What follows belongs to an exercise in optimizing a design on an open flow for small area; a production flow would make more cautious choices. At most, simulation tests tie the RTL to the original design; equivalence was not proved. Function not checked in run 3: the RTL went through the layout flow alone. Power is estimated from default activity; no workload was simulated.

==> flow/design.v <==
`default_nettype none
package led_matrix_pkg;
    localparam int PIXEL_WIDTH       = 16;
    localparam int PIXEL_HEIGHT      = 8;
    localparam int BYTES_PER_PIXEL   = 2;
    localparam int BRIGHTNESS_LEVELS = 6;
    localparam int ROW_BITS      = $clog2(PIXEL_HEIGHT);
    localparam int COL_BITS      = $clog2(PIXEL_WIDTH);
    localparam int PIXEL_BITS    = 8 * BYTES_PER_PIXEL;       
    localparam int ROW_BYTES     = PIXEL_WIDTH * BYTES_PER_PIXEL;
    localparam int ROW_BYTE_BITS = $clog2(ROW_BYTES);
    localparam int NUM_BANKS      = 4;
    localparam int BANK_SEL_BITS  = $clog2(NUM_BANKS);
    localparam int BANK_ADDR_BITS = 6;                        
    localparam int BANK_ENTRIES   = 2 ** (BANK_ADDR_BITS - 1);
    localparam logic [7:0] CMD_RED_ON     = "R";
    localparam logic [7:0] CMD_RED_OFF    = "r";
    localparam logic [7:0] CMD_GREEN_ON   = "G";
    localparam logic [7:0] CMD_GREEN_OFF  = "g";
    localparam logic [7:0] CMD_BLUE_ON    = "B";
    localparam logic [7:0] CMD_BLUE_OFF   = "b";
    localparam logic [7:0] CMD_PLANES_OFF = "0";
    localparam logic [7:0] CMD_PLANES_ON  = "9";
    localparam logic [7:0] CMD_PLANE_1    = "1";    
    localparam logic [7:0] CMD_LOAD_ROW   = "L";
    localparam logic [7:0] CMD_LOAD_PIXEL = "P";
    typedef struct packed {
        logic [ROW_BITS-1:0] row;
        logic [COL_BITS-1:0] col;
        logic                byte_sel;
    } pixel_pos_t;
    typedef struct packed {
        pixel_pos_t pos;
        logic [7:0] data;
    } frame_write_t;
    typedef struct packed {
        logic                      en;
        logic [BANK_ADDR_BITS-2:0] entry;
    } bank_read_t;
    typedef struct packed {
        logic [2:0]                   rgb_enable;         
        logic [BRIGHTNESS_LEVELS-1:0] brightness_enable;
    } display_mask_t;
endpackage
`default_nettype wire
`default_nettype none
module write_decode (
    input  wire logic         wpend,
    input  wire logic [7:0]   wpos,
    output logic      [255:0] we,
    output logic      [255:0] wen
);
    logic [15:0] hi, hin, lo, lon;
    always_comb begin
        for (int i = 0; i < 16; i++) begin
            hi[i]  = wpend && (wpos[7:4] == 4'(i));
            hin[i] = !(wpend && (wpos[7:4] == 4'(i)));
            lo[i]  = (wpos[3:0] == 4'(i));
            lon[i] = !(wpos[3:0] == 4'(i));
        end
    end
    for (genvar i = 0; i < 16; i++) begin : g_hi
        for (genvar j = 0; j < 16; j++) begin : g_lo
            write_enable write_enable_inst (
                .hi (hi[i]),
                .lo (lo[j]),
                .hin(hin[i]),
                .lon(lon[j]),
                .we (we[16*i+j]),
                .wen(wen[16*i+j])
            );
        end
    end
endmodule
module write_enable (
    input  wire logic hi,
    input  wire logic lo,
    input  wire logic hin,
    input  wire logic lon,
    output logic      we,
    output logic      wen
);
    assign we  = !(hin || lon);
    assign wen = !(hi && lo);
endmodule
`default_nettype wire
`default_nettype none
module frame_bit (
    input  wire logic clk_in,
    input  wire logic we,
    input  wire logic wen,
    input  wire logic d,
    output logic      q
);
    always_ff @(posedge clk_in) begin
        q <= (we & d) | (wen & q);
    end
endmodule
`default_nettype wire
`default_nettype none
module read_mux (
    input  wire logic [6:0]    raddr,
    input  wire logic [2047:0] mem,
    output logic      [15:0]   rdata
);
    logic [7:0]   rowsel_n;
    logic [15:0]  colsel_n;
    logic [127:0] sel;
    always_comb begin
        for (int r = 0; r < 8; r++)  rowsel_n[r] = !(raddr[6:4] == 3'(r));
        for (int c = 0; c < 16; c++) colsel_n[c] = !(raddr[3:0] == 4'(c));
    end
    for (genvar p = 0; p < 128; p++) begin : g_sel
        nor2_cell nor2_cell_inst (.a(rowsel_n[p/16]), .b(colsel_n[p%16]), .y(sel[p]));
    end
    for (genvar b = 0; b < 16; b++) begin : g_bit
        logic [127:0] d;
        for (genvar p = 0; p < 128; p++) begin : g_p
            assign d[p] = mem[16*p + 8*(b/8) + 7 - (b%8)];
        end
        read_bit read_bit_inst (.sel(sel), .d(d), .y(rdata[15-b]));
    end
endmodule
module read_bit (
    input  wire logic [127:0] sel,
    input  wire logic [127:0] d,
    output logic              y
);
    logic [42:0] t;    
    for (genvar i = 0; i < 42; i++) begin : g_aoi
        aoi222_cell aoi222_cell_inst (
            .a0(sel[3*i]),   .b0(d[3*i]),
            .a1(sel[3*i+1]), .b1(d[3*i+1]),
            .a2(sel[3*i+2]), .b2(d[3*i+2]),
            .y (t[i])
        );
    end
    aoi22_cell aoi22_cell_inst (.a0(sel[126]), .b0(d[126]), .a1(sel[127]), .b1(d[127]), .y(t[42]));
    assign y = !(&t);
endmodule
module aoi222_cell (
    input  wire logic a0, b0, a1, b1, a2, b2,
    output logic      y
);
    assign y = !((a0 && b0) || (a1 && b1) || (a2 && b2));
endmodule
module aoi22_cell (
    input  wire logic a0, b0, a1, b1,
    output logic      y
);
    assign y = !((a0 && b0) || (a1 && b1));
endmodule
module nor2_cell (
    input  wire logic a, b,
    output logic      y
);
    assign y = !(a || b);
endmodule
`default_nettype wire
`default_nettype none
module led_matrix_ctrl (
    input  wire logic       clk_in,
    input  wire logic       reset,
    input  wire logic [7:0] byte_in,
    input  wire logic       byte_valid,
    input  wire logic       read_strobe,
    input  wire logic [2:0] read_row,
    input  wire logic [3:0] read_col,
    output logic [15:0]     pixel_out,
    output logic            pixel_valid,
    output logic [2:0]      rgb_enable,
    output logic [5:0]      brightness_enable
);
    localparam logic [2:0] ST_IDLE  = 3'd0;
    localparam logic [2:0] ST_L_ROW = 3'd1;    
    localparam logic [2:0] ST_L_DAT = 3'd2;    
    localparam logic [2:0] ST_P_ROW = 3'd3;    
    localparam logic [2:0] ST_P_COL = 3'd4;    
    localparam logic [2:0] ST_P_HI  = 3'd5;    
    localparam logic [2:0] ST_P_LO  = 3'd6;    
    logic [2:0] state;
    logic [7:0] wpos;           
    logic [7:0] wdata;          
    logic       wpend;          
    logic [5:0] planes_pending;
    logic take;
    assign take = byte_valid && !reset;
    logic is_data;
    assign is_data = (state == ST_L_DAT) || (state == ST_P_HI) || (state == ST_P_LO);
    logic [5:0] plane_toggle;
    always_comb begin
        plane_toggle = '0;
        for (int i = 0; i < 6; i++) begin
            if (byte_in == 8'(8'd54 - i)) plane_toggle[i] = 1'b1;
        end
    end
    always_ff @(posedge clk_in) begin
        wdata <= byte_in;
        wpend <= take && is_data;
    end
    always_ff @(posedge clk_in) begin
        if (take) begin
            case (state)
                ST_L_ROW: wpos <= {byte_in[2:0], 5'b11111};
                ST_L_DAT: wpos[4:0] <= wpos[4:0] + 5'd1;
                ST_P_ROW: wpos[7:5] <= byte_in[2:0];
                ST_P_COL: wpos[4:0] <= {byte_in[3:0], 1'b0};
                ST_P_LO:  wpos[0] <= 1'b1;
                default: ;
            endcase
        end
    end
    always_ff @(posedge clk_in) begin
        if (reset) begin
            state             <= ST_IDLE;
            rgb_enable        <= 3'b111;
            brightness_enable <= 6'h3f;
            planes_pending    <= 6'h3f;
        end else if (byte_valid) begin
            brightness_enable <= planes_pending;
            case (state)
                ST_IDLE: begin
                    case (byte_in)
                        "R": rgb_enable[0] <= 1'b1;
                        "r": rgb_enable[0] <= 1'b0;
                        "G": rgb_enable[1] <= 1'b1;
                        "g": rgb_enable[1] <= 1'b0;
                        "B": rgb_enable[2] <= 1'b1;
                        "b": rgb_enable[2] <= 1'b0;
                        "0": planes_pending <= 6'h00;
                        "9": planes_pending <= 6'h3f;
                        "L": state <= ST_L_ROW;
                        "P": state <= ST_P_ROW;
                        default: planes_pending <= (planes_pending & ~plane_toggle) |
                                                   (~brightness_enable & plane_toggle);
                    endcase
                end
                ST_L_ROW: state <= ST_L_DAT;
                ST_L_DAT: if (wpos[4:0] == 5'b11110) state <= ST_IDLE;
                ST_P_ROW: state <= ST_P_COL;
                ST_P_COL: state <= ST_P_HI;
                ST_P_HI:  state <= ST_P_LO;
                default:  state <= ST_IDLE;
            endcase
        end
    end
    logic [2047:0] mem;         
    logic [255:0]  wsel;
    logic [255:0]  wseln;
    write_decode write_decode_inst (.wpend(wpend), .wpos(wpos), .we(wsel), .wen(wseln));
    for (genvar k = 0; k < 256; k++) begin : g_byte
        for (genvar b = 0; b < 8; b++) begin : g_bit
            frame_bit frame_bit_inst (
                .clk_in(clk_in),
                .we    (wsel[k]),
                .wen   (wseln[k]),
                .d     (wdata[b]),
                .q     (mem[8*k+b])
            );
        end
    end
    logic [6:0]  raddr;
    logic [15:0] rdata;
    logic [15:0] raw;
    logic        read_pending;
    assign raddr = {read_row, read_col};
    read_mux read_mux_inst (.raddr(raddr), .mem(mem), .rdata(rdata));
    always_ff @(posedge clk_in) begin
        raw <= rdata;
        pixel_out <= {raw[15:11] & {5{rgb_enable[0]}} & brightness_enable[5:1],
                      raw[10:5]  & {6{rgb_enable[1]}} & brightness_enable[5:0],
                      raw[4:0]   & {5{rgb_enable[2]}} & brightness_enable[5:1]};
    end
    always_ff @(posedge clk_in) begin
        if (reset) begin
            read_pending <= 1'b0;
            pixel_valid  <= 1'b0;
        end else begin
            read_pending <= read_strobe;
            pixel_valid  <= read_pending;
        end
    end
endmodule
`default_nettype wire
==> flow/run.sh <==
#!/bin/bash
# synth_recipe.tcl (not shown) runs the flow's synth.tcl, then flattens the netlist and writes it again
# the make line also repeats each setting of config.mk as NAME=value (left out here)
make -C /OpenROAD-flow-scripts/flow DESIGN_CONFIG=/design/flow/config.mk WORK_HOME=/design/flow/orfs CLKGATE_MAP_FILE= SYNTH_SCRIPT=/design/flow/synth_recipe.tcl finish
==> flow/config.mk <==
export PLATFORM = sky130hd
export DESIGN_NAME = led_matrix_ctrl
export DESIGN_NICKNAME = led_matrix_ctrl
export VERILOG_FILES = /design/flow/design.v
export SDC_FILE = /design/flow/constraint.sdc
export NUM_CORES = 4
export LEC_CHECK = 0
export CAP_MARGIN = 20
export CORE_MARGIN = 2
export CORE_UTILIZATION = 40
export CTS_BUF_LIST = sky130_fd_sc_hd__clkbuf_8 sky130_fd_sc_hd__clkbuf_16
export CTS_CLUSTER_DIAMETER = 100
export CTS_CLUSTER_SIZE = 30
export SLEW_MARGIN = 20
export SYNTH_HIERARCHICAL = 1
==> flow/constraint.sdc <==
create_clock -name core_clock -period 4.0 [get_ports {clk_in}]
set_input_delay 0.8000 -clock core_clock [delete_from_list [all_inputs] [get_ports {clk_in}]]
set_output_delay 0.8000 -clock core_clock [all_outputs]
set_load 0.01 [all_outputs]
==> summary.txt, run 1 <==
Max Cap Violations=0; busiest grt layer=met2; syn_nets=6033; final setup margin=0.207 ns; crit path max fanout=13; GR Util met1=0.418; Post-CTS Setup Repair Bufs=0; vias in the first global route=between 50000 and 60000; DR pass1 iterations=13; distinct cell type count after synthesis=56; final setup violating endpoints=0; GRT Resource Usage Total=0.304; Worst R2R Path Depth=4; Post-Syn Area=72900 sq um; syn avg cell area=12.1 sq um; sequential power share=0.652; Pint=25200 uW; min-delay worst type=flop to flop; cts bufs inserted=80; Max Root-Sink Buffers=3; combinational cell fraction of total power=0.024; crit path DAT=4.48 ns; fin crit share=0.948; total routed wirelength=295 mm; Synth area leader=dfxtp_1; CP peak stage delay=around 0.73 ns; highest achievable clock rate=264 MHz; Crit. End Element=flop; CTS tree=yes; outcome=complete, no violations; Setup CP Type=input port to flop; Starting DRT DRC Count=between 10000 and 15000; final layout net count=a little under 7000; Synth top area share=0.580; Seq cells post-synth=2117; total gr overflow=0; wire length per cell=around 32 microns; antenna violations before repair=12; pins over their slew limit=0; largest net degree at the start of global routing=84; register area share after synthesis=0.583; post-CTS resize count=0; routed vias=~64000; commonest non-fill, non-tap cell in the layout=dfxtp_1; NetSw=roughly 7300 uW; TNS Setup=0 ns; leakage=0.0308 uW; commonest non-fill, non-tap cells in the layout=dfxtp_1 (2101), a22o_1 (2048), a222oi_1 (672); clock skew=0.0486 ns; grt met3 use=0.0658; DRC viols=0; number of buffers added on ports=44; hpwl dp=197 mm; core footprint=181000 sq um; share of cells above drive strength 1=0.116; initial core utilization=0.403; number of synthesis warnings=10; cell count after synthesis=6012; fillers=16200; H-tree depth=3; worst slew pin tran=around 1.2 ns; dpl cell area=approximately 82000 sq um; Cell Chain, Critical Path=clkdlybuf4s50_1 -> buf_12 -> buf_4 -> nand4bb_1 -> buf_4 -> nor2_1 -> buf_4 -> a222oi_1 -> nand4_1 -> nor4_1 -> buf_4 -> nand3_1; data required time at the worst endpoint=about 4.7 ns; clock insertion delay at the later pin of the skew report=0.78 ns; post-route ant nets=0; async set-reset flop share out of synthesis=0; maximum VDD drop=between 300 and 400 uV; clock power share=0.324; cell repeated most along the worst path=buf_4; Startpoint Class=input port; headroom to the max-slew limit=0.172; RSZ-0062 raised after global routing=false; # hold bufs at CTS=0; chip height=431 microns; placer congestion estimate=1.02; Sw Ratio=0.225; CTS clk-pin slew, worst paths=between 0.1 and 0.15 ns; Syn-to-layout area delta=15.7%; Hold Crit Depth=1; CTS sink count=2117; # IOs=45; first-pass GRT wire length=roughly 430 mm; Die W=approximately 430 microns; Post-synth EDFFs=8; power per standard cell area=~390 nW/um^2; Finished Cell Area=84300 sq um; Clk Tree Root Cell=clkbuf_16; Place WS=-0.381 ns; commonest register cell after synthesis=dfxtp_1; Slowest-stage cell, CP=nor4_1; Final Hold Vio Count=0; minimum clock period=3.79 ns; routed vias/inst=7.07; Site Rows=roughly 160; Die Area=186000 sq um; Synth area leaders=dfxtp_1 (58%), a22o_1 (25%), a222oi_1 (9.2%); GRT met2 Usage=0.444
## per-module statistics from Yosys (local to each module, per instance)
module / cells / copies in the design / flip-flops and latches
aoi222_cell: 1 / 672 / 0
aoi22_cell: 1 / 16 / 0
write_enable: 2 / 256 / 0
write_decode: 96 / 1 / 0
read_bit: 15 / 16 / 0
nor2_cell: 1 / 128 / 0
led_matrix_ctrl: 224 / 1 / 69
read_mux: 28 / 1 / 0
frame_bit: 2 / 2048 / 1
## critical path, delay by kind of cell
family	cells	cell delay (ns)
AO/OA/AOI/OAI	1	0.52
AND/OR/NAND/NOR	5	1.63
buffers and inverters	6	1.50
## power groups by stage
stage	sequential (uW)	combinational, uW	clock [uW]
2_1_floorplan	21800	131	0
3_3_place_gp	21700	740	0
3_5_place_dp	21700	742	0
4_1_cts	21200	743	10700
5_1_grt	21200	776	11400
6_report	21200	767	10600
## synth_stat cells (8+ instances only)
| master | number |
|---|---|
| dfxtp_1 | 2109 |
| a22o_1 | 2048 |
| a222oi_1 | 672 |
| nor2_1 | 417 |
| nand2_1 | 298 |
| nand4_1 | 162 |
| nand3_1 | 47 |
| nor4_1 | 34 |
| nor3_1 | 31 |
| a22oi_2 | 16 |
| and3_1 | 16 |
| nand2b_1 | 14 |
| a21oi_1 | 11 |
| clkbuf_1 | 11 |
| nand3b_1 | 11 |
| edfxtp_1 | 8 |
| mux2i_1 | 8 |
## state kept, by name, summed over array words and instances (netlist names), 3 cells and up, named ones only
name	count
state	3
pixel_out	16
brightness_enable	6
g_byte.g_bit.frame_bit_inst.q	2048
wpos	8
wdata	8
rgb_enable	3
raw	16
## cell families after synthesis
kind of cell             Yosys count  synth area share
flip-flops                      2117             0.583
adder cells (fa/ha/maj)            2          0.000343
buffers and inverters             30           0.00177
AO/OA/AOI/OAI                   2774             0.345
XOR/XNOR                           5          0.000601
multiplexers                       8           0.00110
AND/OR/NAND/NOR                 1076            0.0686
## layer usage
| metal | vias to the layer above | routed length [microns] |
|---|---|---|
| met5 | - | 23 |
| li1 | 27200 | - |
| met1 | 32000 | 120000 |
| met4 | 4 | 18200 |
| met3 | 788 | 33000 |
| met2 | 4481 | 124000 |
## path summary, 6_finish.rpt
path                 from                                   end  slack [ns]
min          read_pending                           pixel_valid        0.46
max reg2reg       wpos[2]  g_byte[28].g_bit[6].frame_bit_inst.q        0.64
max           read_col[1]                               raw[13]        0.21
min reg2reg  read_pending                           pixel_valid        0.46
## stage by stage
stage	power (uW)	utilization	hold WS, ns	std cells
2_1_floorplan	21900	-	0.414	6012
3_3_place_gp	22400	0.453	0.421	9004
3_5_place_dp	22400	0.453	0.449	9006
4_1_cts	32600	0.465	0.461	9098
5_1_grt	33400	0.466	0.479	9100
6_report	32500	0.466	0.456	9111
## cell type report
class / instances / area [sq um] / area share
diodes: 12 / 30.0 / 0.000356
repair buffers: 645 / 6030 / 0.0716
inverters: 10 / 37.5 / 0.000445
flip-flops and latches: 2117 / 42500 / 0.504
clock inverters: 7 / 75.1 / 0.000891
multi-input cells: 3865 / 30500 / 0.362
clock buffers: 85 / 2130 / 0.0252
well taps: 2370 / 2970 / 0.0352
==> inputs of run 2 (changes only) <==
--- a/flow/config.mk
+++ b/flow/config.mk
@@ -9,7 +9,4 @@
 export CORE_MARGIN = 2
 export CORE_UTILIZATION = 40
-export CTS_BUF_LIST = sky130_fd_sc_hd__clkbuf_8 sky130_fd_sc_hd__clkbuf_16
-export CTS_CLUSTER_DIAMETER = 100
-export CTS_CLUSTER_SIZE = 30
 export SLEW_MARGIN = 20
 export SYNTH_HIERARCHICAL = 1
==> summary.txt, run 2 <==
async set-reset flop share out of synthesis=0 (unchanged); Final Power=42200 uW (+30%); Synth area leaders=dfxtp_1 (58%), a22o_1 (25%), a222oi_1 (9.2%); CTS sink count=2117 (unchanged); fin crit share=0.944 (-0.00373); Post-Synth XOR/XNOR Area=0.000601 (unchanged); TNS Setup=0 ns (unchanged); Synth Area in Adders=0.000343 (unchanged); Post-synth top cells=dfxtp_1 (2109), a22o_1 (2048), a222oi_1 (672); NetSw=9290 uW (+27%); syn_nets=6033 (unchanged); cts bufs inserted=210 (+160%); core footprint=181000 sq um (unchanged); Die W=431 microns (unchanged); largest family of logic cells by synthesized area=compound AO/OA/AOI/OAI gates; clock skew=0.0367 ns (-0.0120 ns); chip height=431 microns (unchanged); r2r setup slk=0.72 ns (+0.08 ns); post-route ant nets=0 (unchanged); distinct cell type count after synthesis=56 (unchanged); clock power share=0.479 (+0.155); Final Non-Filler Cells=9383 (+3.0%); final layout net count=6870 (+1.9%); outcome=complete, no violations; H-tree depth=4 (+1); combinational cell fraction of total power=0.018 (-0.006); cell count after synthesis=6012 (unchanged); Synth area leader=dfxtp_1; # IOs=45 (unchanged); DR pass1 iterations=14 (+1); CTS tree=yes; DRC viols=0 (unchanged); Syn-to-layout area delta=22.3%; GRT Resource Usage Total=0.308 (+0.00427); Post-CTS Setup Repair Bufs=0 (unchanged); leakage=0.0331 uW (+7.7%); final setup margin=0.222 ns (+0.0149 ns); Synth Area in Compound Gates=0.345 (unchanged); sequential power share=0.503 (-0.149); vias in the first global route=61300 (+2.7%); min-delay worst type=flop to flop; headroom to the max-slew limit=0.155 (-0.0172); Clk Tree Root Cell=clkbuf_16; number of buffers added on ports=44 (unchanged); Site Rows=156 (unchanged); Sw Ratio=0.220 (-0.00455); Synth top area share=0.580 (unchanged); commonest non-fill, non-tap cells in the layout=dfxtp_1 (2101), a22o_1 (2048), a222oi_1 (672); largest net degree at the start of global routing=84 (unchanged); Seq cells post-synth=2117 (unchanged); post-CTS resize count=0 (unchanged); syn avg cell area=12.1 sq um (unchanged); power per standard cell area=474 nW/um^2 (+23%); share of cells above drive strength 1=0.145 (+0.0289); # hold bufs at CTS=0 (unchanged); Pint=32900 uW (+30%); mux cell area share after synthesis=0.00110 (unchanged); dpl cell area=82000 sq um (unchanged); placed cell count=9006 (unchanged); Max Cap Violations=0 (unchanged); crit path DAT=4.52 ns (+0.04 ns); Startpoint Class=input port; routed vias=65600 (+1.8%); pins over their slew limit=0 (unchanged); total routed wirelength=298 mm (+1.1%); wire length per cell=31.8 microns (-1.8%); Finished Cell Area=89100 sq um (+5.7%); commonest register cell after synthesis=dfxtp_1; total gr overflow=0 (unchanged); Final Hold Vio Count=0 (unchanged); initial core utilization=0.403 (unchanged); Crit. End Element=flop; antenna violations before repair=12 (unchanged); Post-synth EDFFs=8 (unchanged); number of synthesis warnings=10 (unchanged); clock insertion delay at the later pin of the skew report=0.86 ns (+0.08 ns); CTS clk-pin slew, worst paths=0.06 ns (-0.06 ns); crit path max fanout=13 (unchanged); Setup CP Type=input port to flop; number of flip-flops in the largest register=2048 (unchanged); highest achievable clock rate=265 MHz (+0.39%); Place WS=-0.381 ns (unchanged); hpwl dp=197 mm (unchanged); register area share after synthesis=0.583 (unchanged); count leader, synth=dfxtp_1; routed vias/inst=6.99 (-1.1%); largest register by flop count=g_byte.g_bit.frame_bit_inst.q; RSZ-0062 raised after global routing=false; commonest non-fill, non-tap cell in the layout=dfxtp_1; Post-Syn Area=72900 sq um (unchanged); Die Area=186000 sq um (unchanged); Max Root-Sink Buffers=3 (unchanged); simple-gate portion of the synthesized area=0.0686 (unchanged); minimum clock period=3.78 ns (-0.0149 ns); first-pass GRT wire length=432 mm (+1.4%); maximum VDD drop=396 uV (+18%); final setup violating endpoints=0 (unchanged); data required time at the worst endpoint=4.75 ns (+0.07 ns); placer congestion estimate=1.02 (unchanged); Starting DRT DRC Count=11300 (-1.6%); biggest regs=g_byte.g_bit.frame_bit_inst.q x2048, pixel_out x16, raw x16; worst slew pin tran=1.26 ns (+0.0257 ns)
[run 2: cell counts after synthesis]
No cell type changed its count.
[run 2: metal layers]
metal  track usage  vias up  wire length [microns]
li1              -    27600                      -
met1         0.421    32400                 120000
met2         0.447     4668                 124000
met3        0.0712      923                  35300
met4         0.171        6                  19000
met5             0        -                     39
[run 2: layout make-up]
class | instances | area (sq um)
antenna | 2 | 5.00
clock buffer | 320 | 6290
clock inverter | 54 | 762
fill | 15800 | 91900
inverter | 10 | 37.5
multi-input combinational | 3865 | 30500
sequential | 2117 | 42500
tap | 2370 | 2970
timing repair buffer | 645 | 6030
[run 2: Yosys stat by module, one instance, submodules excluded]
module | copies in the design | flip-flops and latches | cells
write_enable | 256 | 0 | 2
frame_bit | 2048 | 1 | 2
read_mux | 1 | 0 | 28
aoi22_cell | 16 | 0 | 1
aoi222_cell | 672 | 0 | 1
read_bit | 16 | 0 | 15
nor2_cell | 128 | 0 | 1
write_decode | 1 | 0 | 96
led_matrix_ctrl | 1 | 69 | 224
[run 2: cells by family after synthesis]
| kind of cell | count (synthesis) |
|---|---|
| simple gates | 1076 |
| buf+inv | 30 |
| fa+ha+maj | 2 |
| compound gates | 2774 |
| mux | 8 |
| xor+xnor | 5 |
| flops | 2117 |
[run 2: metrics by stage]
step,utilization,hold slack [ns]
2_1_floorplan,-,0.414
3_3_place_gp,0.453,0.421
3_5_place_dp,0.453,0.449
4_1_cts,0.492,0.440
5_1_grt,0.492,0.470
6_report,0.492,0.443
[run 2: path summary, 6_finish.rpt]
kind,end,cells after the start,from
max,raw[13],12,read_col[1]
min,pixel_valid,1,read_pending
max reg2reg,g_byte[95].g_bit[3].frame_bit_inst.q,5,wpos[2]
min reg2reg,pixel_valid,1,read_pending
[run 2: power groups by stage]
| stage | Clock (uW) | Combinational [uW] | Sequential (uW) |
|---|---|---|---|
| floorplan | 0 | 131 | 21800 |
| global placement | 0 | 740 | 21700 |
| detailed placement | 0 | 742 | 21700 |
| CTS | 20400 | 743 | 21200 |
| global route | 21200 | 777 | 21200 |
| finish | 20200 | 767 | 21200 |
[run 2: worst max-delay path: stages]
cell             delay [ns]
clkdlybuf4s50_1        0.51
buf_12                 0.15
buf_4                  0.13
nand4bb_1              0.20
buf_4                  0.23
nor2_1                 0.27
buf_4                  0.26
a222oi_1               0.47
nand4_1                0.37
nor4_1                 0.82
buf_4                  0.24
nand3_1                0.06
==> inputs of run 3 (changes only) <==
--- a/flow/design.v
+++ b/flow/design.v
@@ -48,39 +48,35 @@
     input  wire logic         wpend,
     input  wire logic [7:0]   wpos,
-    output logic      [255:0] we,
+    input  wire logic [7:0]   wdata,
+    output logic      [15:0]  hi,
+    output logic      [15:0][7:0] lo_data,
     output logic      [255:0] wen
 );
-    logic [15:0] hi, hin, lo, lon;
+    logic [15:0] lo, lon;
+    logic [7:0]  wdata_n;
     always_comb begin
         for (int i = 0; i < 16; i++) begin
             hi[i]  = wpend && (wpos[7:4] == 4'(i));
-            hin[i] = !(wpend && (wpos[7:4] == 4'(i)));
             lo[i]  = (wpos[3:0] == 4'(i));
             lon[i] = !(wpos[3:0] == 4'(i));
         end
+        wdata_n = ~wdata;
+    end
+    for (genvar j = 0; j < 16; j++) begin : g_lo
+        for (genvar b = 0; b < 8; b++) begin : g_bit
+            nor2_cell nor2_cell_inst (.a(lon[j]), .b(wdata_n[b]), .y(lo_data[j][b]));
+        end
     end
     for (genvar i = 0; i < 16; i++) begin : g_hi
         for (genvar j = 0; j < 16; j++) begin : g_lo
-            write_enable write_enable_inst (
-                .hi (hi[i]),
-                .lo (lo[j]),
-                .hin(hin[i]),
-                .lon(lon[j]),
-                .we (we[16*i+j]),
-                .wen(wen[16*i+j])
-            );
-        end
-    end
-endmodule
-module write_enable (
-    input  wire logic hi,
-    input  wire logic lo,
-    input  wire logic hin,
-    input  wire logic lon,
-    output logic      we,
-    output logic      wen
-);
-    assign we  = !(hin || lon);
-    assign wen = !(hi && lo);
+            nand2_cell nand2_cell_inst (.a(hi[i]), .b(lo[j]), .y(wen[16*i+j]));
+        end
+    end
+endmodule
+module nand2_cell (
+    input  wire logic a, b,
+    output logic      y
+);
+    assign y = !(a && b);
 endmodule
 `default_nettype wire
@@ -88,11 +84,11 @@
 module frame_bit (
     input  wire logic clk_in,
-    input  wire logic we,
+    input  wire logic a,
+    input  wire logic b,
     input  wire logic wen,
-    input  wire logic d,
     output logic      q
 );
     always_ff @(posedge clk_in) begin
-        q <= (we & d) | (wen & q);
+        q <= (a & b) | (wen & q);
     end
 endmodule
@@ -246,14 +242,22 @@
     end
     logic [2047:0] mem;         
-    logic [255:0]  wsel;
-    logic [255:0]  wseln;
-    write_decode write_decode_inst (.wpend(wpend), .wpos(wpos), .we(wsel), .wen(wseln));
+    logic [15:0]       whi;
+    logic [15:0][7:0]  wlo_data;
+    logic [255:0]      wen;
+    write_decode write_decode_inst (
+        .wpend  (wpend),
+        .wpos   (wpos),
+        .wdata  (wdata),
+        .hi     (whi),
+        .lo_data(wlo_data),
+        .wen    (wen)
+    );
     for (genvar k = 0; k < 256; k++) begin : g_byte
         for (genvar b = 0; b < 8; b++) begin : g_bit
             frame_bit frame_bit_inst (
                 .clk_in(clk_in),
-                .we    (wsel[k]),
-                .wen   (wseln[k]),
-                .d     (wdata[b]),
+                .a     (whi[k/16]),
+                .b     (wlo_data[k%16][b]),
+                .wen   (wen[k]),
                 .q     (mem[8*k+b])
             );
==> flow/flow/run.sh (new file) <==
#!/bin/bash
# The standard layout, with two changes: the clock tree is built without dummy
# loads and with larger leaf clusters, and the ports get the smallest buffer.
# Each tool's full output is in orfs/logs/; make's own output in standard_flow.log.
set -o pipefail
bash standard.sh \
  "CTS_ARGS=-sink_clustering_enable -repair_clock_nets -sink_clustering_size 25 -sink_clustering_max_diameter 60 -buf_list sky130_fd_sc_hd__clkbuf_16 -dont_use_dummy_load" \
  "BUFFER_PORTS_ARGS=-buffer_cell sky130_fd_sc_hd__buf_1" \
  finish > standard_flow.log 2>&1
==> flow/standard.sh (new file) <==
#!/bin/bash
# synth_recipe.tcl (not shown) runs the flow's synth.tcl, then flattens the netlist and writes it again
# the make line also repeats each setting of config.mk as NAME=value (left out here)
make -C /OpenROAD-flow-scripts/flow DESIGN_CONFIG=/design/flow/config.mk WORK_HOME=/design/flow/orfs CLKGATE_MAP_FILE= SYNTH_SCRIPT=/design/flow/synth_recipe.tcl "${@:-finish}"
--- a/flow/config.mk
+++ b/flow/config.mk
@@ -9,4 +9,5 @@
 export CORE_MARGIN = 2
 export CORE_UTILIZATION = 40
+export GPL_TIMING_DRIVEN = 0
 export SLEW_MARGIN = 20
 export SYNTH_HIERARCHICAL = 1
removed: flow/run.sh
==> summary.txt, run 3 <==
outcome=failed layout checks; commonest non-fill, non-tap cell in the layout=dfxtp_1; GRT Resource Usage Total=0.345 (+0.0373); Post-Syn Area=72300 sq um (-0.77%); worst slew pin tran=1.16 ns (-0.105 ns); TNS Setup=-1.27 ns (-1.27 ns); Post-synth EDFFs=8 (unchanged); DRC viols=0 (unchanged); share of cells above drive strength 1=0.133 (-0.0114); cts bufs inserted=137 (-35%); Max Root-Sink Buffers=3 (unchanged); cell count after synthesis=5869 (-2.4%); final setup margin=-0.327 ns (-0.550 ns); wire length per cell=37.9 microns (+19%); Seq cells post-synth=2117 (unchanged); r2r setup slk=0.24 ns (-0.48 ns); Die Area=184000 sq um (-0.76%); pins over their slew limit=0 (unchanged); headroom to the max-slew limit=0.222 (+0.0675); Setup CP Type=input port to flop; initial core utilization=0.401 (-0.00135); vias in the first global route=61000 (-0.52%); hpwl dp=228 mm (+16%); CTS clk-pin slew, worst paths=0.09 ns (+0.03 ns); DR pass1 iterations=11 (-3); CP endpoint=raw[13]; number of flip-flops in the largest register=2048 (unchanged); async set-reset flop share out of synthesis=0 (unchanged); CTS sink count=2117 (unchanged); antenna violations before repair=9 (-3); Synth top area share=0.584 (+0.00447); RR Startpoint=wpos[0]; total routed wirelength=334 mm (+12%); crit path DAT=4.92 ns (+0.40 ns); Final Hold Vio Count=0 (unchanged); data required time at the worst endpoint=4.59 ns (-0.16 ns); H-tree depth=4 (unchanged); CP Launch Point=read_col[2]; post-route ant nets=0 (unchanged); Die W=429 microns (-0.38%); routed vias=66200 (+0.90%); number of synthesis warnings=10 (unchanged); Max Cap Violations=0 (unchanged); syn avg cell area=12.3 sq um (+1.7%); total gr overflow=0 (unchanged); first-pass GRT wire length=462 mm (+6.7%); core footprint=180000 sq um (-0.43%); chip height=429 microns (-0.38%); leakage=0.0311 uW (-6.1%); placer congestion estimate=0.961 (-5.5%); Synth area leaders=dfxtp_1 (58%), a22o_1 (25%), a222oi_1 (9.3%); Syn-to-layout area delta=21.4%; routed vias/inst=7.52 (+7.5%); power per standard cell area=396 nW/um^2 (-16%); SO Viols=negative setup slack; fillers=15500 (-1.9%); Post-synth top cells=dfxtp_1 (2109), a22o_1 (2048), a222oi_1 (672); largest net degree at the start of global routing=38 (-55%); Startpoint Class=input port; min-delay worst type=input port to flop; Hold Crit Depth=1 (unchanged); CTS tree=yes; # IOs=45 (unchanged); distinct cell type count after synthesis=55 (-1.8%); clock insertion delay at the later pin of the skew report=0.84 ns (-0.02 ns); minimum clock period=4.33 ns (+0.550 ns); clock skew=0.0635 ns (+0.0268 ns); Synth area leader=dfxtp_1; Site Rows=156 (unchanged); highest achievable clock rate=231 MHz (-13%); final layout net count=6449 (-6.1%); count leader, synth=dfxtp_1; dpl cell area=84100 sq um (+2.6%); number of buffers added on ports=43 (-2.3%); Finished Cell Area=87800 sq um (-1.5%); Starting DRT DRC Count=13600 (+21%); Crit. End Element=flop; Worst R2R Path Depth=5 (unchanged); biggest regs=g_byte.g_bit.frame_bit_inst.q x2048, pixel_out x16, raw x16; register area share after synthesis=0.587 (+0.00450); commonest non-fill, non-tap cells in the layout=dfxtp_1 (2109), a22o_1 (2048), a222oi_1 (672); largest register by flop count=g_byte.g_bit.frame_bit_inst.q; fin crit share=1.08 (+0.137); crit path max fanout=10 (-3); Final Power=34800 uW (-18%); commonest register cell after synthesis=dfxtp_1; final setup violating endpoints=12 (+12); reg2reg end=g_byte[15].g_bit[3].frame_bit_inst.q; syn_nets=5890 (-2.4%); Clk Tree Root Cell=clkbuf_16; maximum VDD drop=322 uV (-19%)
==> run 3: worst min-delay path by stage <==
stage	endpoint	from
6_report	wdata[6]	byte_in[6]
3_3_place_gp	pixel_valid	read_pending
3_5_place_dp	pixel_valid	read_pending
2_1_floorplan	pixel_valid	read_pending
4_1_cts	wdata[6]	byte_in[6]
5_1_grt	wdata[6]	byte_in[6]
==> run 3: metrics by stage <==
stage	setup WS, ns	std cells	hold slack (ns)	util
final	-0.327	8806	0.184	0.487
after global routing	-0.00663	8796	0.171	0.487
after CTS	0.0569	8788	0.147	0.486
after detailed placement	-1.12	8648	0.444	0.467
after global placement	-3.83	8282	0.434	0.419
after floorplan	-0.743	5869	0.414	-
==> run 3: per-module statistics from Yosys, one instance, submodules excluded <==
module | flops+latches | copies in the design | cells inside
nand2_cell | 0 | 256 | 1
write_decode | 0 | 1 | 79
read_bit | 0 | 16 | 15
nor2_cell | 0 | 256 | 1
aoi22_cell | 0 | 16 | 1
aoi222_cell | 0 | 672 | 1
led_matrix_ctrl | 69 | 1 | 226
read_mux | 0 | 1 | 28
frame_bit | 1 | 2048 | 2
==> run 3: layer usage <==
metal	part of all wire	track usage
met2	0.40	0.473
met3	0.14	0.113
met4	0.081	0.236
met5	0.00041	0.000260
met1	0.38	0.458
==> run 3: repair_timing <==
item | 4_1_cts | 5_1_grt
resized for setup | 4 | 7
endpoints found under the setup margin | 10 | 11
hold buffers | 0 | 0
pin swaps | 0 | 2
buffers inserted | 3 | 7
==> run 3: cell type report <==
type	count	area (sq um)	area share
repair buffers	420	7450	0.0849
inverters	16	60.1	0.000684
well taps	2370	2970	0.0338
multi-input cells	3717	31300	0.356
plain buffers	19	95.1	0.00108
clock buffers	137	3430	0.0391
flip-flops and latches	2117	42500	0.484
diodes	10	25.0	0.000285
==> run 3: critical path, cell delays in order <==
cell	delay, ns
buf_1	0.31
clkbuf_1	0.36
nand4b_1	0.53
nor2_2	0.30
buf_6	0.24
a222oi_1	0.58
nand4_1	0.44
nor4_1	0.93
nand3_1	0.40
==> run 3: power by group <==
group | internal [uW] | total [uW] | switching, uW
Sequential | 21100 | 21100 | 24.5
Combinational | 102 | 427 | 325
Clock | 6080 | 13200 | 7130
Total | 27300 | 34800 | 7480
==> run 3: kinds of logic (layout without fill, tap and decap cells) <==
family,count (synthesis),count (layout),share of synthesized area
flops,2117,2117,0.587
other cells,0,10,0
buf+inv,35,592,0.00215
fa+ha+maj,2,2,0.000346
xor+xnor,7,7,0.000848
simple gates,933,933,0.0614
compound gates,2772,2772,0.348
mux,3,3,0.000415
==> inputs of run 4 (changes only) <==
--- a/flow/design.v
+++ b/flow/design.v
@@ -48,35 +48,39 @@
     input  wire logic         wpend,
     input  wire logic [7:0]   wpos,
-    input  wire logic [7:0]   wdata,
-    output logic      [15:0]  hi,
-    output logic      [15:0][7:0] lo_data,
+    output logic      [255:0] we,
     output logic      [255:0] wen
 );
-    logic [15:0] lo, lon;
-    logic [7:0]  wdata_n;
+    logic [15:0] hi, hin, lo, lon;
     always_comb begin
         for (int i = 0; i < 16; i++) begin
             hi[i]  = wpend && (wpos[7:4] == 4'(i));
+            hin[i] = !(wpend && (wpos[7:4] == 4'(i)));
             lo[i]  = (wpos[3:0] == 4'(i));
             lon[i] = !(wpos[3:0] == 4'(i));
         end
-        wdata_n = ~wdata;
-    end
-    for (genvar j = 0; j < 16; j++) begin : g_lo
-        for (genvar b = 0; b < 8; b++) begin : g_bit
-            nor2_cell nor2_cell_inst (.a(lon[j]), .b(wdata_n[b]), .y(lo_data[j][b]));
-        end
     end
     for (genvar i = 0; i < 16; i++) begin : g_hi
         for (genvar j = 0; j < 16; j++) begin : g_lo
-            nand2_cell nand2_cell_inst (.a(hi[i]), .b(lo[j]), .y(wen[16*i+j]));
+            write_enable write_enable_inst (
+                .hi (hi[i]),
+                .lo (lo[j]),
+                .hin(hin[i]),
+                .lon(lon[j]),
+                .we (we[16*i+j]),
+                .wen(wen[16*i+j])
+            );
         end
     end
 endmodule
-module nand2_cell (
-    input  wire logic a, b,
-    output logic      y
+module write_enable (
+    input  wire logic hi,
+    input  wire logic lo,
+    input  wire logic hin,
+    input  wire logic lon,
+    output logic      we,
+    output logic      wen
 );
-    assign y = !(a && b);
+    assign we  = !(hin || lon);
+    assign wen = !(hi && lo);
 endmodule
 `default_nettype wire
@@ -84,11 +88,11 @@
 module frame_bit (
     input  wire logic clk_in,
-    input  wire logic a,
-    input  wire logic b,
+    input  wire logic we,
     input  wire logic wen,
+    input  wire logic d,
     output logic      q
 );
     always_ff @(posedge clk_in) begin
-        q <= (a & b) | (wen & q);
+        q <= (we & d) | (wen & q);
     end
 endmodule
@@ -100,13 +104,18 @@
     output logic      [15:0]   rdata
 );
-    logic [7:0]   rowsel_n;
-    logic [15:0]  colsel_n;
-    logic [127:0] sel;
-    always_comb begin
-        for (int r = 0; r < 8; r++)  rowsel_n[r] = !(raddr[6:4] == 3'(r));
-        for (int c = 0; c < 16; c++) colsel_n[c] = !(raddr[3:0] == 4'(c));
+    logic [1:0][7:0]  rowsel_n;
+    logic [1:0][15:0] colsel_n;
+    logic [127:0]     sel_hi, sel_lo;    
+    for (genvar h = 0; h < 2; h++) begin : g_dec
+        for (genvar r = 0; r < 8; r++) begin : g_row
+            eq3n_cell #(.V(r)) eq3n_cell_inst (.a(raddr[6:4]), .y(rowsel_n[h][r]));
+        end
+        for (genvar c = 0; c < 16; c++) begin : g_col
+            eq4n_cell #(.V(c)) eq4n_cell_inst (.a(raddr[3:0]), .y(colsel_n[h][c]));
+        end
     end
     for (genvar p = 0; p < 128; p++) begin : g_sel
-        nor2_cell nor2_cell_inst (.a(rowsel_n[p/16]), .b(colsel_n[p%16]), .y(sel[p]));
+        nor2_cell nor2_hi_inst (.a(rowsel_n[0][p/16]), .b(colsel_n[0][p%16]), .y(sel_hi[p]));
+        nor2_cell nor2_lo_inst (.a(rowsel_n[1][p/16]), .b(colsel_n[1][p%16]), .y(sel_lo[p]));
     end
     for (genvar b = 0; b < 16; b++) begin : g_bit
@@ -115,5 +124,5 @@
             assign d[p] = mem[16*p + 8*(b/8) + 7 - (b%8)];
         end
-        read_bit read_bit_inst (.sel(sel), .d(d), .y(rdata[15-b]));
+        read_bit read_bit_inst (.sel(b < 8 ? sel_hi : sel_lo), .d(d), .y(rdata[15-b]));
     end
 endmodule
@@ -133,5 +142,15 @@
     end
     aoi22_cell aoi22_cell_inst (.a0(sel[126]), .b0(d[126]), .a1(sel[127]), .b1(d[127]), .y(t[42]));
-    assign y = !(&t);
+    logic [10:0] u;    
+    logic [3:0]  v;    
+    for (genvar i = 0; i < 10; i++) begin : g_u
+        nand4_cell nand4_cell_inst (.a(t[4*i]), .b(t[4*i+1]), .c(t[4*i+2]), .d(t[4*i+3]), .y(u[i]));
+    end
+    nand3_cell nand3_u_inst (.a(t[40]), .b(t[41]), .c(t[42]), .y(u[10]));
+    for (genvar i = 0; i < 3; i++) begin : g_v
+        nor3_cell nor3_cell_inst (.a(u[3*i]), .b(u[3*i+1]), .c(u[3*i+2]), .y(v[i]));
+    end
+    nor2_cell nor2_v_inst (.a(u[9]), .b(u[10]), .y(v[3]));
+    nand4_cell nand4_y_inst (.a(v[0]), .b(v[1]), .c(v[2]), .d(v[3]), .y(y));
 endmodule
 module aoi222_cell (
@@ -147,4 +166,34 @@
     assign y = !((a0 && b0) || (a1 && b1));
 endmodule
+module eq3n_cell #(parameter int V = 0) (
+    input  wire logic [2:0] a,
+    output logic            y
+);
+    assign y = !(a == 3'(V));
+endmodule
+module eq4n_cell #(parameter int V = 0) (
+    input  wire logic [3:0] a,
+    output logic            y
+);
+    assign y = !(a == 4'(V));
+endmodule
+module nand4_cell (
+    input  wire logic a, b, c, d,
+    output logic      y
+);
+    assign y = !(a && b && c && d);
+endmodule
+module nand3_cell (
+    input  wire logic a, b, c,
+    output logic      y
+);
+    assign y = !(a && b && c);
+endmodule
+module nor3_cell (
+    input  wire logic a, b, c,
+    output logic      y
+);
+    assign y = !(a || b || c);
+endmodule
 module nor2_cell (
     input  wire logic a, b,
@@ -242,22 +291,14 @@
     end
     logic [2047:0] mem;         
-    logic [15:0]       whi;
-    logic [15:0][7:0]  wlo_data;
+    logic [255:0]      we;
     logic [255:0]      wen;
-    write_decode write_decode_inst (
-        .wpend  (wpend),
-        .wpos   (wpos),
-        .wdata  (wdata),
-        .hi     (whi),
-        .lo_data(wlo_data),
-        .wen    (wen)
-    );
+    write_decode write_decode_inst (.wpend(wpend), .wpos(wpos), .we(we), .wen(wen));
     for (genvar k = 0; k < 256; k++) begin : g_byte
         for (genvar b = 0; b < 8; b++) begin : g_bit
             frame_bit frame_bit_inst (
                 .clk_in(clk_in),
-                .a     (whi[k/16]),
-                .b     (wlo_data[k%16][b]),
+                .we    (we[k]),
                 .wen   (wen[k]),
+                .d     (wdata[b]),
                 .q     (mem[8*k+b])
             );
==> flow/flow/run.sh (replaced) <==
#!/bin/bash
# The standard layout (standard.sh, the standard flow's own ORFS run) with two changes: the
# clock tree is built from clkbuf_16 leaf clusters of up to 28 flip-flops without
# dummy loads, and each port gets a buf_2 as its port buffer. Each tool's full
# output is in orfs/logs/; make's own output is in standard_flow.log.
set -o pipefail
bash standard.sh \
  "CTS_ARGS=-sink_clustering_enable -repair_clock_nets -sink_clustering_size 28 -sink_clustering_max_diameter 60 -buf_list sky130_fd_sc_hd__clkbuf_16 -dont_use_dummy_load" \
  "BUFFER_PORTS_ARGS=-buffer_cell sky130_fd_sc_hd__buf_2" \
  finish > standard_flow.log 2>&1
--- a/flow/config.mk
+++ b/flow/config.mk
@@ -8,6 +8,10 @@
 export CAP_MARGIN = 20
 export CORE_MARGIN = 2
-export CORE_UTILIZATION = 40
+export CORE_UTILIZATION = 65
+export CTS_BUF_LIST = sky130_fd_sc_hd__clkbuf_16
+export CTS_CLUSTER_DIAMETER = 60
+export CTS_CLUSTER_SIZE = 28
 export GPL_TIMING_DRIVEN = 0
+export PLACE_DENSITY = 0.75
 export SLEW_MARGIN = 20
 export SYNTH_HIERARCHICAL = 1
==> summary.txt, run 4 <==
crit path buf inv count=1 (-2); syn avg cell area=11.9 sq um (-3.0%); Syn-to-layout area delta=10.9%; total routed wirelength=261 mm (-22%); leakage=0.0294 uW (-5.4%); fillers=7866 (-49%); DRC viols=0 (unchanged); antenna violations before repair=8 (-1); Post-Syn Area=73800 sq um (+2.1%); r2r setup slk=0.42 ns (+0.18 ns); Post-synth EDFFs=8 (unchanged); share of cells above drive strength 1=0.0687 (-0.0645); outcome=failed layout checks; CTS tree=yes; delay-heaviest family, CP=simple AND/OR/NAND/NOR gates; Site Rows=123 (-21%); power per standard cell area=427 nW/um^2 (+7.8%); largest net degree at the start of global routing=58 (+53%); hpwl dp=174 mm (-24%); clock insertion delay at the later pin of the skew report=0.78 ns (-0.06 ns); vias in the first global route=58300 (-4.4%); Synth area leader=dfxtp_1; final setup violating endpoints=1 (-11); # hold bufs at CTS=0 (unchanged); Max Root-Sink Buffers=3 (unchanged); Max Cap Violations=0 (unchanged); crit path max fanout=32 (+22); commonest non-fill, non-tap cells in the layout=dfxtp_1 (2101), a22o_1 (2048), a222oi_1 (672); RSZ-0062 raised after global routing=false; count leader, synth=dfxtp_1; Final Power=34900 uW (+0.54%); number of buffers added on ports=43 (unchanged); initial core utilization=0.656 (+0.255); async set-reset flop share out of synthesis=0 (unchanged); chip height=341 microns (-21%); routed vias/inst=7.97 (+6.1%); total gr overflow=0 (unchanged); first-pass GRT wire length=383 mm (-17%); fin crit share=1.03 (-0.0484); Synth area leaders=dfxtp_1 (57%), a22o_1 (24%), a222oi_1 (9.1%); post-CTS resize count=0 (-4); SO Viols=negative setup slack; CP peak stage delay=1.07 ns (+0.14 ns); CTS clk-pin slew, worst paths=0.09 ns (about the same); cell count after synthesis=6176 (+5.2%); minimum clock period=4.13 ns (-0.194 ns); register area share after synthesis=0.575 (-0.0120); post-route ant nets=0 (unchanged); Die Area=116000 sq um (-37%); Layout Utilization=0.728 (+0.241); wire length per cell=32.7 microns (-14%); headroom to the max-slew limit=0.0983 (-0.124); cts bufs inserted=139 (+1.5%); Cell Chain, Critical Path=buf_2 -> or4b_1 -> nor2_1 -> a222oi_1 -> nand4_1 -> nor3_2 -> nand4_1; Slowest-stage cell, CP=or4b_1; DR pass1 iterations=11 (unchanged); Starting DRT DRC Count=12100 (-11%); largest register by flop count=g_byte.g_bit.frame_bit_inst.q; Clk Tree Root Cell=clkbuf_16; Finished Cell Area=81900 sq um (-6.7%); H-tree depth=4 (unchanged); final setup margin=-0.134 ns (+0.194 ns); cell repeated most along the worst path=nand4_1; min-delay worst type=input port to flop; commonest non-fill, non-tap cell in the layout=dfxtp_1; number of flip-flops in the largest register=2048 (unchanged); maximum VDD drop=458 uV (+42%); Synth top area share=0.572 (-0.0119); GRT Resource Usage Total=0.429 (+0.0842); # IOs=45 (unchanged); final layout net count=6496 (+0.73%); Post-synth top cells=dfxtp_1 (2109), a22o_1 (2048), a222oi_1 (672); crit path DAT=4.72 ns (-0.20 ns); core footprint=112000 sq um (-38%); pins over their slew limit=0 (unchanged); Seq cells post-synth=2117 (unchanged); routed vias=63600 (-3.9%); distinct cell type count after synthesis=54 (-1.8%); Final Hold Vio Count=0 (unchanged); placer congestion estimate=1.02 (+5.7%); Setup CP Type=input port to flop; number of synthesis warnings=9 (-1); data required time at the worst endpoint=4.58 ns (about the same); syn_nets=6197 (+5.2%); clock skew=0.0388 ns (-0.0247 ns); Post-CTS Setup Repair Bufs=0 (-3); dpl cell area=78400 sq um (-6.9%); biggest regs=g_byte.g_bit.frame_bit_inst.q x2048, pixel_out x16, raw x16; Startpoint Class=input port; Crit. End Element=flop; CTS sink count=2117 (unchanged); worst slew pin tran=1.35 ns (+0.188 ns); highest achievable clock rate=242 MHz (+4.7%); commonest register cell after synthesis=dfxtp_1; Die W=341 microns (-21%)
-- run 4: kinds of logic (layout without fill, tap and decap cells) --
group	after synthesis	in the layout	synth area share
XOR/XNOR	5	5	0.000593
AO/OA/AOI/OAI	2774	2774	0.340
adder cells (fa/ha/maj)	2	2	0.000339
buffers and inverters	26	323	0.00144
multiplexers	8	8	0.00109
other	0	8	0
AND/OR/NAND/NOR	1244	1244	0.0809
flip-flops	2117	2117	0.575
-- run 4: power breakdown --
group          switching (uW)  leakage (uW)  internal, uW
logic                     671        0.0107           191
clock network            6760       0.00171          6160
registers                80.1        0.0171         21100
-- run 4: final cells by class --
type,count,area (sq um),share of cell area
repair buffers,158,2380,0.0291
well taps,1500,1880,0.0229
multi-input cells,4033,31500,0.385
flip-flops and latches,2117,42500,0.519
plain buffers,16,68.8,0.000841
clock buffers,139,3480,0.0425
diodes,8,20.0,0.000245
inverters,10,37.5,0.000459
-- run 4: worst reg2reg max path, stage by stage (launching register included) --
cell and delay [ns]:
edfxtp_1 0.62, buf_2 0.34, nand4_1 0.67, buf_8 0.42, inv_2 0.68, nand2_1 0.42
a22o_1 0.32
-- run 4: stage by stage --
step                cells  worst slack, ns  hold slack (ns)  TNS (ns)
floorplan            6176             1.14            0.414         0
global placement     7719            -3.26            0.450  -3646.84
CTS                  7972            0.429            0.181         0
finish               7981           -0.134            0.221    -0.134
detailed placement   7833           -0.381            0.452     -3.40
global route         7976            0.108            0.208         0
-- run 4: path summary, 6_finish.rpt --
check,from,endpoint,depth (start not counted)
worst min register to register,flop,brightness_enable[1],2
worst max register to register,wpos[0],g_byte[95].g_bit[5].frame_bit_inst.q,6
worst min-delay path,byte_in[5],wdata[5],1
worst max-delay path,read_col[1],raw[0],7
-- run 4: routing by layer --
layer	up-vias	routed length, microns	GRT usage
met1	30900	99800	0.590
met5	-	57	0
met3	963	35800	0.106
met4	8	19400	0.265
li1	26900	-	-
met2	4826	106000	0.610
-- run 4: modules after synthesis, one instance, submodules excluded, a selection --
| module | flip-flops and latches | copies in the design | cells | area, sq um |
|---|---|---|---|---|
| aoi222_cell | 0 | 672 | 1 | 10.0 |
| write_enable | 0 | 256 | 2 | 7.51 |
| led_matrix_ctrl | 69 | 1 | 224 | 2420 |
| aoi22_cell | 0 | 16 | 1 | 12.5 |
| nand3_cell | 0 | 16 | 1 | 5.00 |
| write_decode | 0 | 1 | 96 | 483 |
| nor3_cell | 0 | 48 | 1 | 10.0 |
| nor2_cell | 0 | 272 | 1 | 3.75 |
| nand4_cell | 0 | 176 | 1 | 6.26 |
| frame_bit | 1 | 2048 | 2 | 28.8 |
==> inputs of run 5 (changes only) <==
--- a/flow/config.mk
+++ b/flow/config.mk
@@ -8,10 +8,11 @@
 export CAP_MARGIN = 20
 export CORE_MARGIN = 2
-export CORE_UTILIZATION = 65
+export CORE_UTILIZATION = 60
 export CTS_BUF_LIST = sky130_fd_sc_hd__clkbuf_16
 export CTS_CLUSTER_DIAMETER = 60
 export CTS_CLUSTER_SIZE = 28
 export GPL_TIMING_DRIVEN = 0
-export PLACE_DENSITY = 0.75
+export PLACE_DENSITY = 0.7
+export SETUP_SLACK_MARGIN = 0.5
 export SLEW_MARGIN = 20
 export SYNTH_HIERARCHICAL = 1
==> summary.txt, run 5 <==
Crit. End Element=flop; commonest non-fill, non-tap cell in the layout=dfxtp_1; clock insertion delay at the later pin of the skew report=0.81 ns (+0.03 ns); Site Rows=128 (+4.1%); Max Root-Sink Buffers=3 (unchanged); data required time at the worst endpoint=4.61 ns (+0.03 ns); Post-synth EDFFs=8 (unchanged); commonest register cell after synthesis=dfxtp_1; pins over their slew limit=0 (unchanged); min-delay worst type=input port to flop; final setup violating endpoints=0 (-1); Worst R2R Path Depth=7 (+1); Layout Utilization=0.673 (-0.0546); largest net degree at the start of global routing=60 (+3.4%); syn avg cell area=11.9 sq um (unchanged); met1 WL=105 mm (+5.6%); number of synthesis warnings=9 (unchanged); Worst Hold Path EP=wdata[5]; CTS tree=yes; Seq cells post-synth=2117 (unchanged); hpwl dp=176 mm (+1.2%); largest register by flop count=g_byte.g_bit.frame_bit_inst.q; CTS sink count=2117 (unchanged); wire length per cell=32.6 microns (about the same); routed wl met3=34.8 mm (-2.7%); Clk Tree Root Cell=clkbuf_16; worst slew pin tran=1.29 ns (-0.0616 ns); crit path DAT=4.31 ns (-0.41 ns); r2r setup slk=0.62 ns (+0.20 ns); DRC viols=0 (unchanged); Post-synth top cells=dfxtp_1 (2109), a22o_1 (2048), a222oi_1 (672); syn_nets=6197 (unchanged); count leader, synth=dfxtp_1; initial core utilization=0.606 (-0.0505); power per standard cell area=427 nW/um^2 (about the same); RSZ-0062 raised after global routing=false; share of cells above drive strength 1=0.0703 (+0.00154); maximum VDD drop=481 uV (+4.9%); Synth area leader=dfxtp_1; post-route ant nets=0 (unchanged); cts bufs inserted=138 (-0.72%); register area share after synthesis=0.575 (unchanged); final layout net count=6496 (unchanged); fin crit share=0.926 (-0.108); total gr overflow=0 (unchanged); total routed wirelength=265 mm (+1.5%); CTS clk-pin slew, worst paths=0.09 ns (about the same); fillers=9307 (+18%); antenna violations before repair=14 (+6); Hold Crit Depth=1 (unchanged); Die Area=126000 sq um (+8.2%); placed cell count=7960 (+1.6%); number of buffers added on ports=43 (unchanged); Synth top area share=0.572 (unchanged); async set-reset flop share out of synthesis=0 (unchanged); placer congestion estimate=0.964 (-5.1%); core footprint=122000 sq um (+8.3%); outcome=complete, no violations; Synth area leaders=dfxtp_1 (57%), a22o_1 (24%), a222oi_1 (9.1%); RR Startpoint=wpos[0]; clock skew=0.0424 ns (+0.00358 ns); Worst Hold Launch=byte_in[5]; crit path max fanout=32 (unchanged); routed vias=63200 (-0.65%); Die W=355 microns (+4.0%); Final Non-Filler Cells=8105 (+1.6%); Post-Syn Area=73800 sq um (unchanged); Post-CTS Setup Repair Bufs=0 (unchanged); # IOs=45 (unchanged); Setup CP Type=input port to flop; Startpoint Class=input port; cell count after synthesis=6176 (unchanged); first-pass GRT wire length=388 mm (+1.3%); vias in the first global route=57900 (-0.74%); biggest regs=g_byte.g_bit.frame_bit_inst.q x2048, pixel_out x16, raw x16; distinct cell type count after synthesis=54 (unchanged); reg2reg end=g_byte[191].g_bit[0].frame_bit_inst.q; Syn-to-layout area delta=11.2%; Starting DRT DRC Count=12300 (+1.6%); headroom to the max-slew limit=0.140 (+0.0417); GRT Resource Usage Total=0.404 (-0.0256); DR pass1 iterations=11 (unchanged); routed vias/inst=7.80 (-2.2%); highest achievable clock rate=270 MHz (+12%); minimum clock period=3.70 ns (-0.431 ns); # hold bufs at CTS=0 (unchanged); number of flip-flops in the largest register=2048 (unchanged); metal2 WL=107 mm (+1.6%); H-tree depth=4 (unchanged); leakage=0.0294 uW (about the same); Final Hold Vio Count=0 (unchanged); Max Cap Violations=0 (unchanged); chip height=355 microns (+4.0%); Max Used Layer=met5; commonest non-fill, non-tap cells in the layout=dfxtp_1 (2101), a22o_1 (2048), a222oi_1 (672)
## run 5: cells by family after synthesis
kind of cell               after synthesis  share of synthesized area
buffers and inverters                   26                    0.00144
adders and majority gates                2                   0.000339
muxes                                    8                    0.00109
AOI/OAI and AO/OA                     2774                      0.340
xor gates and xnor gates                 5                   0.000593
DFF                                   2117                      0.575
and+or+nand+nor                       1244                     0.0809
## run 5: metal layers
metal | GRT usage | vias up
met1 | 0.570 | 30700
met2 | 0.573 | 4634
li1 | - | 26900
met3 | 0.0936 | 899
met5 | 0 | -
met4 | 0.219 | 10
## run 5: worst max-delay path: stages
cell	delay (ns)
buf_2	0.57
or4b_1	0.86
nor2_1	0.32
a222oi_1	0.54
nand4_1	0.31
nor3_2	0.54
nand4_1	0.31
## run 5: Yosys stat by module, one instance, submodules excluded, a selection
module	times used	cells	area [sq um]
write_enable	256	2	7.51
led_matrix_ctrl	1	224	2420
nand4_cell	176	1	6.26
frame_bit	2048	2	28.8
nor3_cell	48	1	10.0
aoi222_cell	672	1	10.0
## run 5: worst max-delay path by stage
stage	from	to	slack [ns]
after floorplan	wdata[0]	g_byte[0].g_bit[0].frame_bit_inst.q	1.14
after global routing	read_col[3]	raw[10]	0.51
after CTS	read_col[0]	raw[13]	0.53
final	read_col[3]	raw[10]	0.30
after detailed placement	read_col[1]	raw[13]	-0.47
after global placement	wpos[3]	g_byte[224].g_bit[2].frame_bit_inst.q	-3.53
## run 5: stage by stage
stage | instance area [sq um] | worst slack [ns] | TNS (ns) | power, uW | hold slack, ns
after global routing | 82000 | 0.506 | 0 | 35800 | 0.183
after detailed placement | 78500 | -0.469 | -5.39 | 22500 | 0.441
after global placement | 76100 | -3.53 | -3926.43 | 22400 | 0.437
after CTS | 82000 | 0.534 | 0 | 35000 | 0.171
final | 82000 | 0.297 | 0 | 35000 | 0.205
after floorplan | 73800 | 1.14 | 0 | 21900 | 0.414
## run 5: layout make-up
class	count	area (sq um)	share of cell area
diodes	7	17.5	0.000214
flip-flops and latches	2117	42500	0.518
well taps	1625	2030	0.0248
repair buffers	159	2390	0.0291
clock buffers	138	3450	0.0421
plain buffers	16	68.8	0.000839
multi-input cells	4033	31500	0.385
inverters	10	40.0	0.000488
## run 5: power by group
part           leakage (uW)  switching [uW]  internal (uW)  total [uW]
Combinational        0.0107             683            195         879
Sequential           0.0171            85.8          21100       21200
Clock               0.00170            6870           6110       13000
Total                0.0294            7630          27400       35000
## run 5: what timing repair did
| item | CTS | global route |
|---|---|---|
| gates cloned | 0 | 0 |
| endpoints found under the setup margin | 19 | 8 |
| gates resized for setup | 5 | 5 |
| endpoints found under the hold margin | 0 | 0 |
==> inputs of run 6 (changes only) <==
==> flow/run.sh (new file) <==
#!/bin/bash
# synth_recipe.tcl (not shown) runs the flow's synth.tcl, then flattens the netlist and writes it again
# the make line also repeats each setting of config.mk as NAME=value (left out here)
make -C /OpenROAD-flow-scripts/flow DESIGN_CONFIG=/design/flow/config.mk WORK_HOME=/design/flow/orfs CLKGATE_MAP_FILE= SYNTH_SCRIPT=/design/flow/synth_recipe.tcl finish
--- a/flow/config.mk
+++ b/flow/config.mk
@@ -8,5 +8,5 @@
 export CAP_MARGIN = 20
 export CORE_MARGIN = 2
-export CORE_UTILIZATION = 60
+export CORE_UTILIZATION = 55
 export CTS_BUF_LIST = sky130_fd_sc_hd__clkbuf_16
 export CTS_CLUSTER_DIAMETER = 60
removed: flow/flow/run.sh
removed: flow/standard.sh
==> summary.txt, run 6 <==
DR pass1 iterations=10 (-1); worst slew pin tran=1.27 ns (-0.0158 ns); Synth top area share=0.572 (unchanged); DRC viols=0 (unchanged); Post-Syn Area=73800 sq um (unchanged); Max Root-Sink Buffers=3 (unchanged); cts bufs inserted=141 (+2.2%); async set-reset flop share out of synthesis=0 (unchanged); Worst Hold Path EP=pixel_valid; wire length per cell=31.7 microns (-2.9%); Seq cells post-synth=2117 (unchanged); CP peak stage delay=0.73 ns (-0.13 ns); fin crit share=0.933 (+0.00754); Slowest-stage cell, CP=nand4bb_2; Max Cap Violations=0 (unchanged); Cell Chain, Critical Path=clkdlybuf4s15_2 -> nand4bb_2 -> nor2_1 -> a222oi_1 -> nand4_1 -> nor3_2 -> nand4_1; clock insertion delay at the later pin of the skew report=0.81 ns (about the same); count leader, synth=dfxtp_1; final setup violating endpoints=0 (unchanged); RSZ-0062 raised after global routing=true; initial core utilization=0.554 (-0.0519); Synth area leader=dfxtp_1; Syn-to-layout area delta=13.8%; Worst R2R Path Depth=7 (unchanged); headroom to the max-slew limit=0.150 (+0.0101); final layout net count=6507 (+0.17%); placer congestion estimate=1.00 (+4.2%); H-tree depth=4 (unchanged); routed vias/inst=7.58 (-2.8%); Worst Hold Launch=read_pending; Setup CP Type=input port to flop; data required time at the worst endpoint=4.59 ns (-0.02 ns); biggest regs=g_byte.g_bit.frame_bit_inst.q x2048, pixel_out x16, raw x16; Starting DRT DRC Count=11200 (-8.8%); CTS sink count=2117 (unchanged); clock skew=0.0378 ns (-0.00452 ns); hpwl dp=176 mm (-0.24%); Finished Cell Area=84000 sq um (+2.3%); leakage=0.0301 uW (+2.4%); reg2reg end=g_byte[0].g_bit[6].frame_bit_inst.q; number of flip-flops in the largest register=2048 (unchanged); Clk Tree Root Cell=clkbuf_16; min-delay worst type=flop to flop; outcome=complete, no violations; number of synthesis warnings=9 (unchanged); Final Power=37900 uW (+8.0%); core footprint=133000 sq um (+9.4%); minimum clock period=3.73 ns (+0.0301 ns); total routed wirelength=265 mm (+0.24%); Startpoint Class=input port; Crit. End Element=flop; r2r setup slk=0.64 ns (+0.02 ns); CP Depth=7 (unchanged); Final Non-Filler Cells=8371 (+3.3%); routed vias=63400 (+0.34%); post-route ant nets=0 (unchanged); Die W=370 microns (+4.4%); GRT Resource Usage Total=0.373 (-0.0313); cell count after synthesis=6176 (unchanged); power per standard cell area=451 nW/um^2 (+5.6%); cell repeated most along the worst path=nand4_1; Die Area=137000 sq um (+9.0%); commonest non-fill, non-tap cell in the layout=dfxtp_1; Hold Crit Depth=1 (unchanged); placed cell count=8098 (+1.7%); chip height=370 microns (+4.4%); CTS tree=yes; antenna violations before repair=22 (+8); CTS clk-pin slew, worst paths=0.09 ns (about the same); syn_nets=6197 (unchanged); Site Rows=134 (+4.7%); highest achievable clock rate=268 MHz (-0.81%); Final Hold Vio Count=0 (unchanged); crit path DAT=4.32 ns (about the same); commonest non-fill, non-tap cells in the layout=dfxtp_1 (2101), a22o_1 (2048), a222oi_1 (672); RR Startpoint=wpos[3]; share of cells above drive strength 1=0.0811 (+0.0108); maximum VDD drop=534 uV (+11%); syn avg cell area=11.9 sq um (unchanged); vias in the first global route=58500 (+1.1%); Post-synth top cells=dfxtp_1 (2109), a22o_1 (2048), a222oi_1 (672); Post-synth EDFFs=8 (unchanged); commonest register cell after synthesis=dfxtp_1; number of buffers added on ports=43 (unchanged); # IOs=45 (unchanged); crit path buf inv count=1 (unchanged); largest register by flop count=g_byte.g_bit.frame_bit_inst.q; distinct cell type count after synthesis=54 (unchanged); # hold bufs at CTS=0 (unchanged); dpl cell area=78900 sq um (+0.42%); register area share after synthesis=0.575 (unchanged); Synth area leaders=dfxtp_1 (57%), a22o_1 (24%), a222oi_1 (9.1%); total gr overflow=0 (unchanged); crit path max fanout=32 (unchanged); largest net degree at the start of global routing=55 (-8.3%); fillers=10400 (+12%); pins over their slew limit=0 (unchanged); delay-heaviest family, CP=simple AND/OR/NAND/NOR gates; first-pass GRT wire length=390 mm (+0.59%)
[run 6: cell counts after synthesis]
Identical to the previous run, type by type.
[run 6: through the flow]
| step | hold WS, ns | worst slack [ns] | TNS [ns] | utilization |
|---|---|---|---|---|
| floorplan | 0.414 | 1.14 | 0 | - |
| global placement | 0.417 | -3.14 | -4006.04 | 0.574 |
| detailed placement | 0.424 | -1.31 | -15.35 | 0.592 |
| CTS | 0.443 | 0.554 | 0 | 0.629 |
| global route | 0.454 | 0.428 | 0 | 0.630 |
| finish | 0.439 | 0.267 | 0 | 0.630 |
[run 6: cell type report]
cell class	instances	area [sq um]	area share
buffer	16	68.8	0.000820
antenna	7	17.5	0.000209
clock inverter	108	1260	0.0151
inverter	10	37.5	0.000447
timing repair buffer	167	2640	0.0314
sequential	2117	42500	0.506
multi-input combinational	4033	31600	0.376
tap	1768	2210	0.0263
clock buffer	145	3630	0.0432
[run 6: cells by family (layout without fill, tap and decap cells)]
family,after synthesis,after routing,share of synthesized area
fa+ha+maj,2,2,0.000339
simple gates,1244,1244,0.0809
other cells,0,7,0
compound gates,2774,2774,0.340
mux,8,8,0.00109
xor+xnor,5,5,0.000593
buf+inv,26,446,0.00144
flops,2117,2117,0.575
[run 6: power by group]
part / leakage, uW / internal [uW] / switching (uW)
Combinational: 0.0107 / 211 / 686
Sequential: 0.0171 / 21100 / 73.7
Clock: 0.00238 / 7660 / 8140
[run 6: Yosys stat by module (local to each module, per instance), excerpt]
module / cells inside / flops+latches / cell area [sq um]
frame_bit: 2 / 1 / 28.8
aoi22_cell: 1 / 0 / 12.5
write_decode: 96 / 0 / 483
nor2_cell: 1 / 0 / 3.75
nand3_cell: 1 / 0 / 5.00
aoi222_cell: 1 / 0 / 10.0
led_matrix_ctrl: 224 / 69 / 2420
nand4_cell: 1 / 0 / 6.26
write_enable: 2 / 0 / 7.51
nor3_cell: 1 / 0 / 10.0
[run 6: what timing repair did]
action | CTS | global route
pin swaps | 3 | 0
endpoints found under the setup margin | 16 | 138
buffers inserted | 11 | 2
gates resized for setup | 20 | 9
[run 6: worst max path at each step]
stage / start / to / slack, ns
2_1_floorplan: wdata[0] / g_byte[0].g_bit[0].frame_bit_inst.q / 1.14
3_3_place_gp: wpos[3] / g_byte[0].g_bit[2].frame_bit_inst.q / -3.14
5_1_grt: read_col[0] / raw[1] / 0.43
3_5_place_dp: read_col[0] / raw[0] / -1.31
4_1_cts: read_col[0] / raw[0] / 0.55
6_report: read_col[0] / raw[1] / 0.27
[run 6: worst reg2reg max path, cell delays in order, from the launching register on]
cell	delay [ns]
edfxtp_1	0.52
buf_2	0.27
nor4_4	0.75
buf_6	0.26
buf_4	0.22
inv_2	0.37
nor2_1	0.63
a22o_1	0.26
[run 6: routing by layer]
layer,up-vias,part of all wire,track usage
met5,-,0.00045,0.00175
met4,22,0.065,0.209
met3,910,0.13,0.0892
met2,4523,0.41,0.534
met1,30900,0.40,0.514
li1,27100,-,-

Check on run 6: ideal ports give 0.267 ns setup slack; a clkbuf_16 on the clock port and buf_2 on the inputs give 0.221 ns; moving port delays by the midpoint clock arrival (0.873 ns) as well gives -0.652 ns.
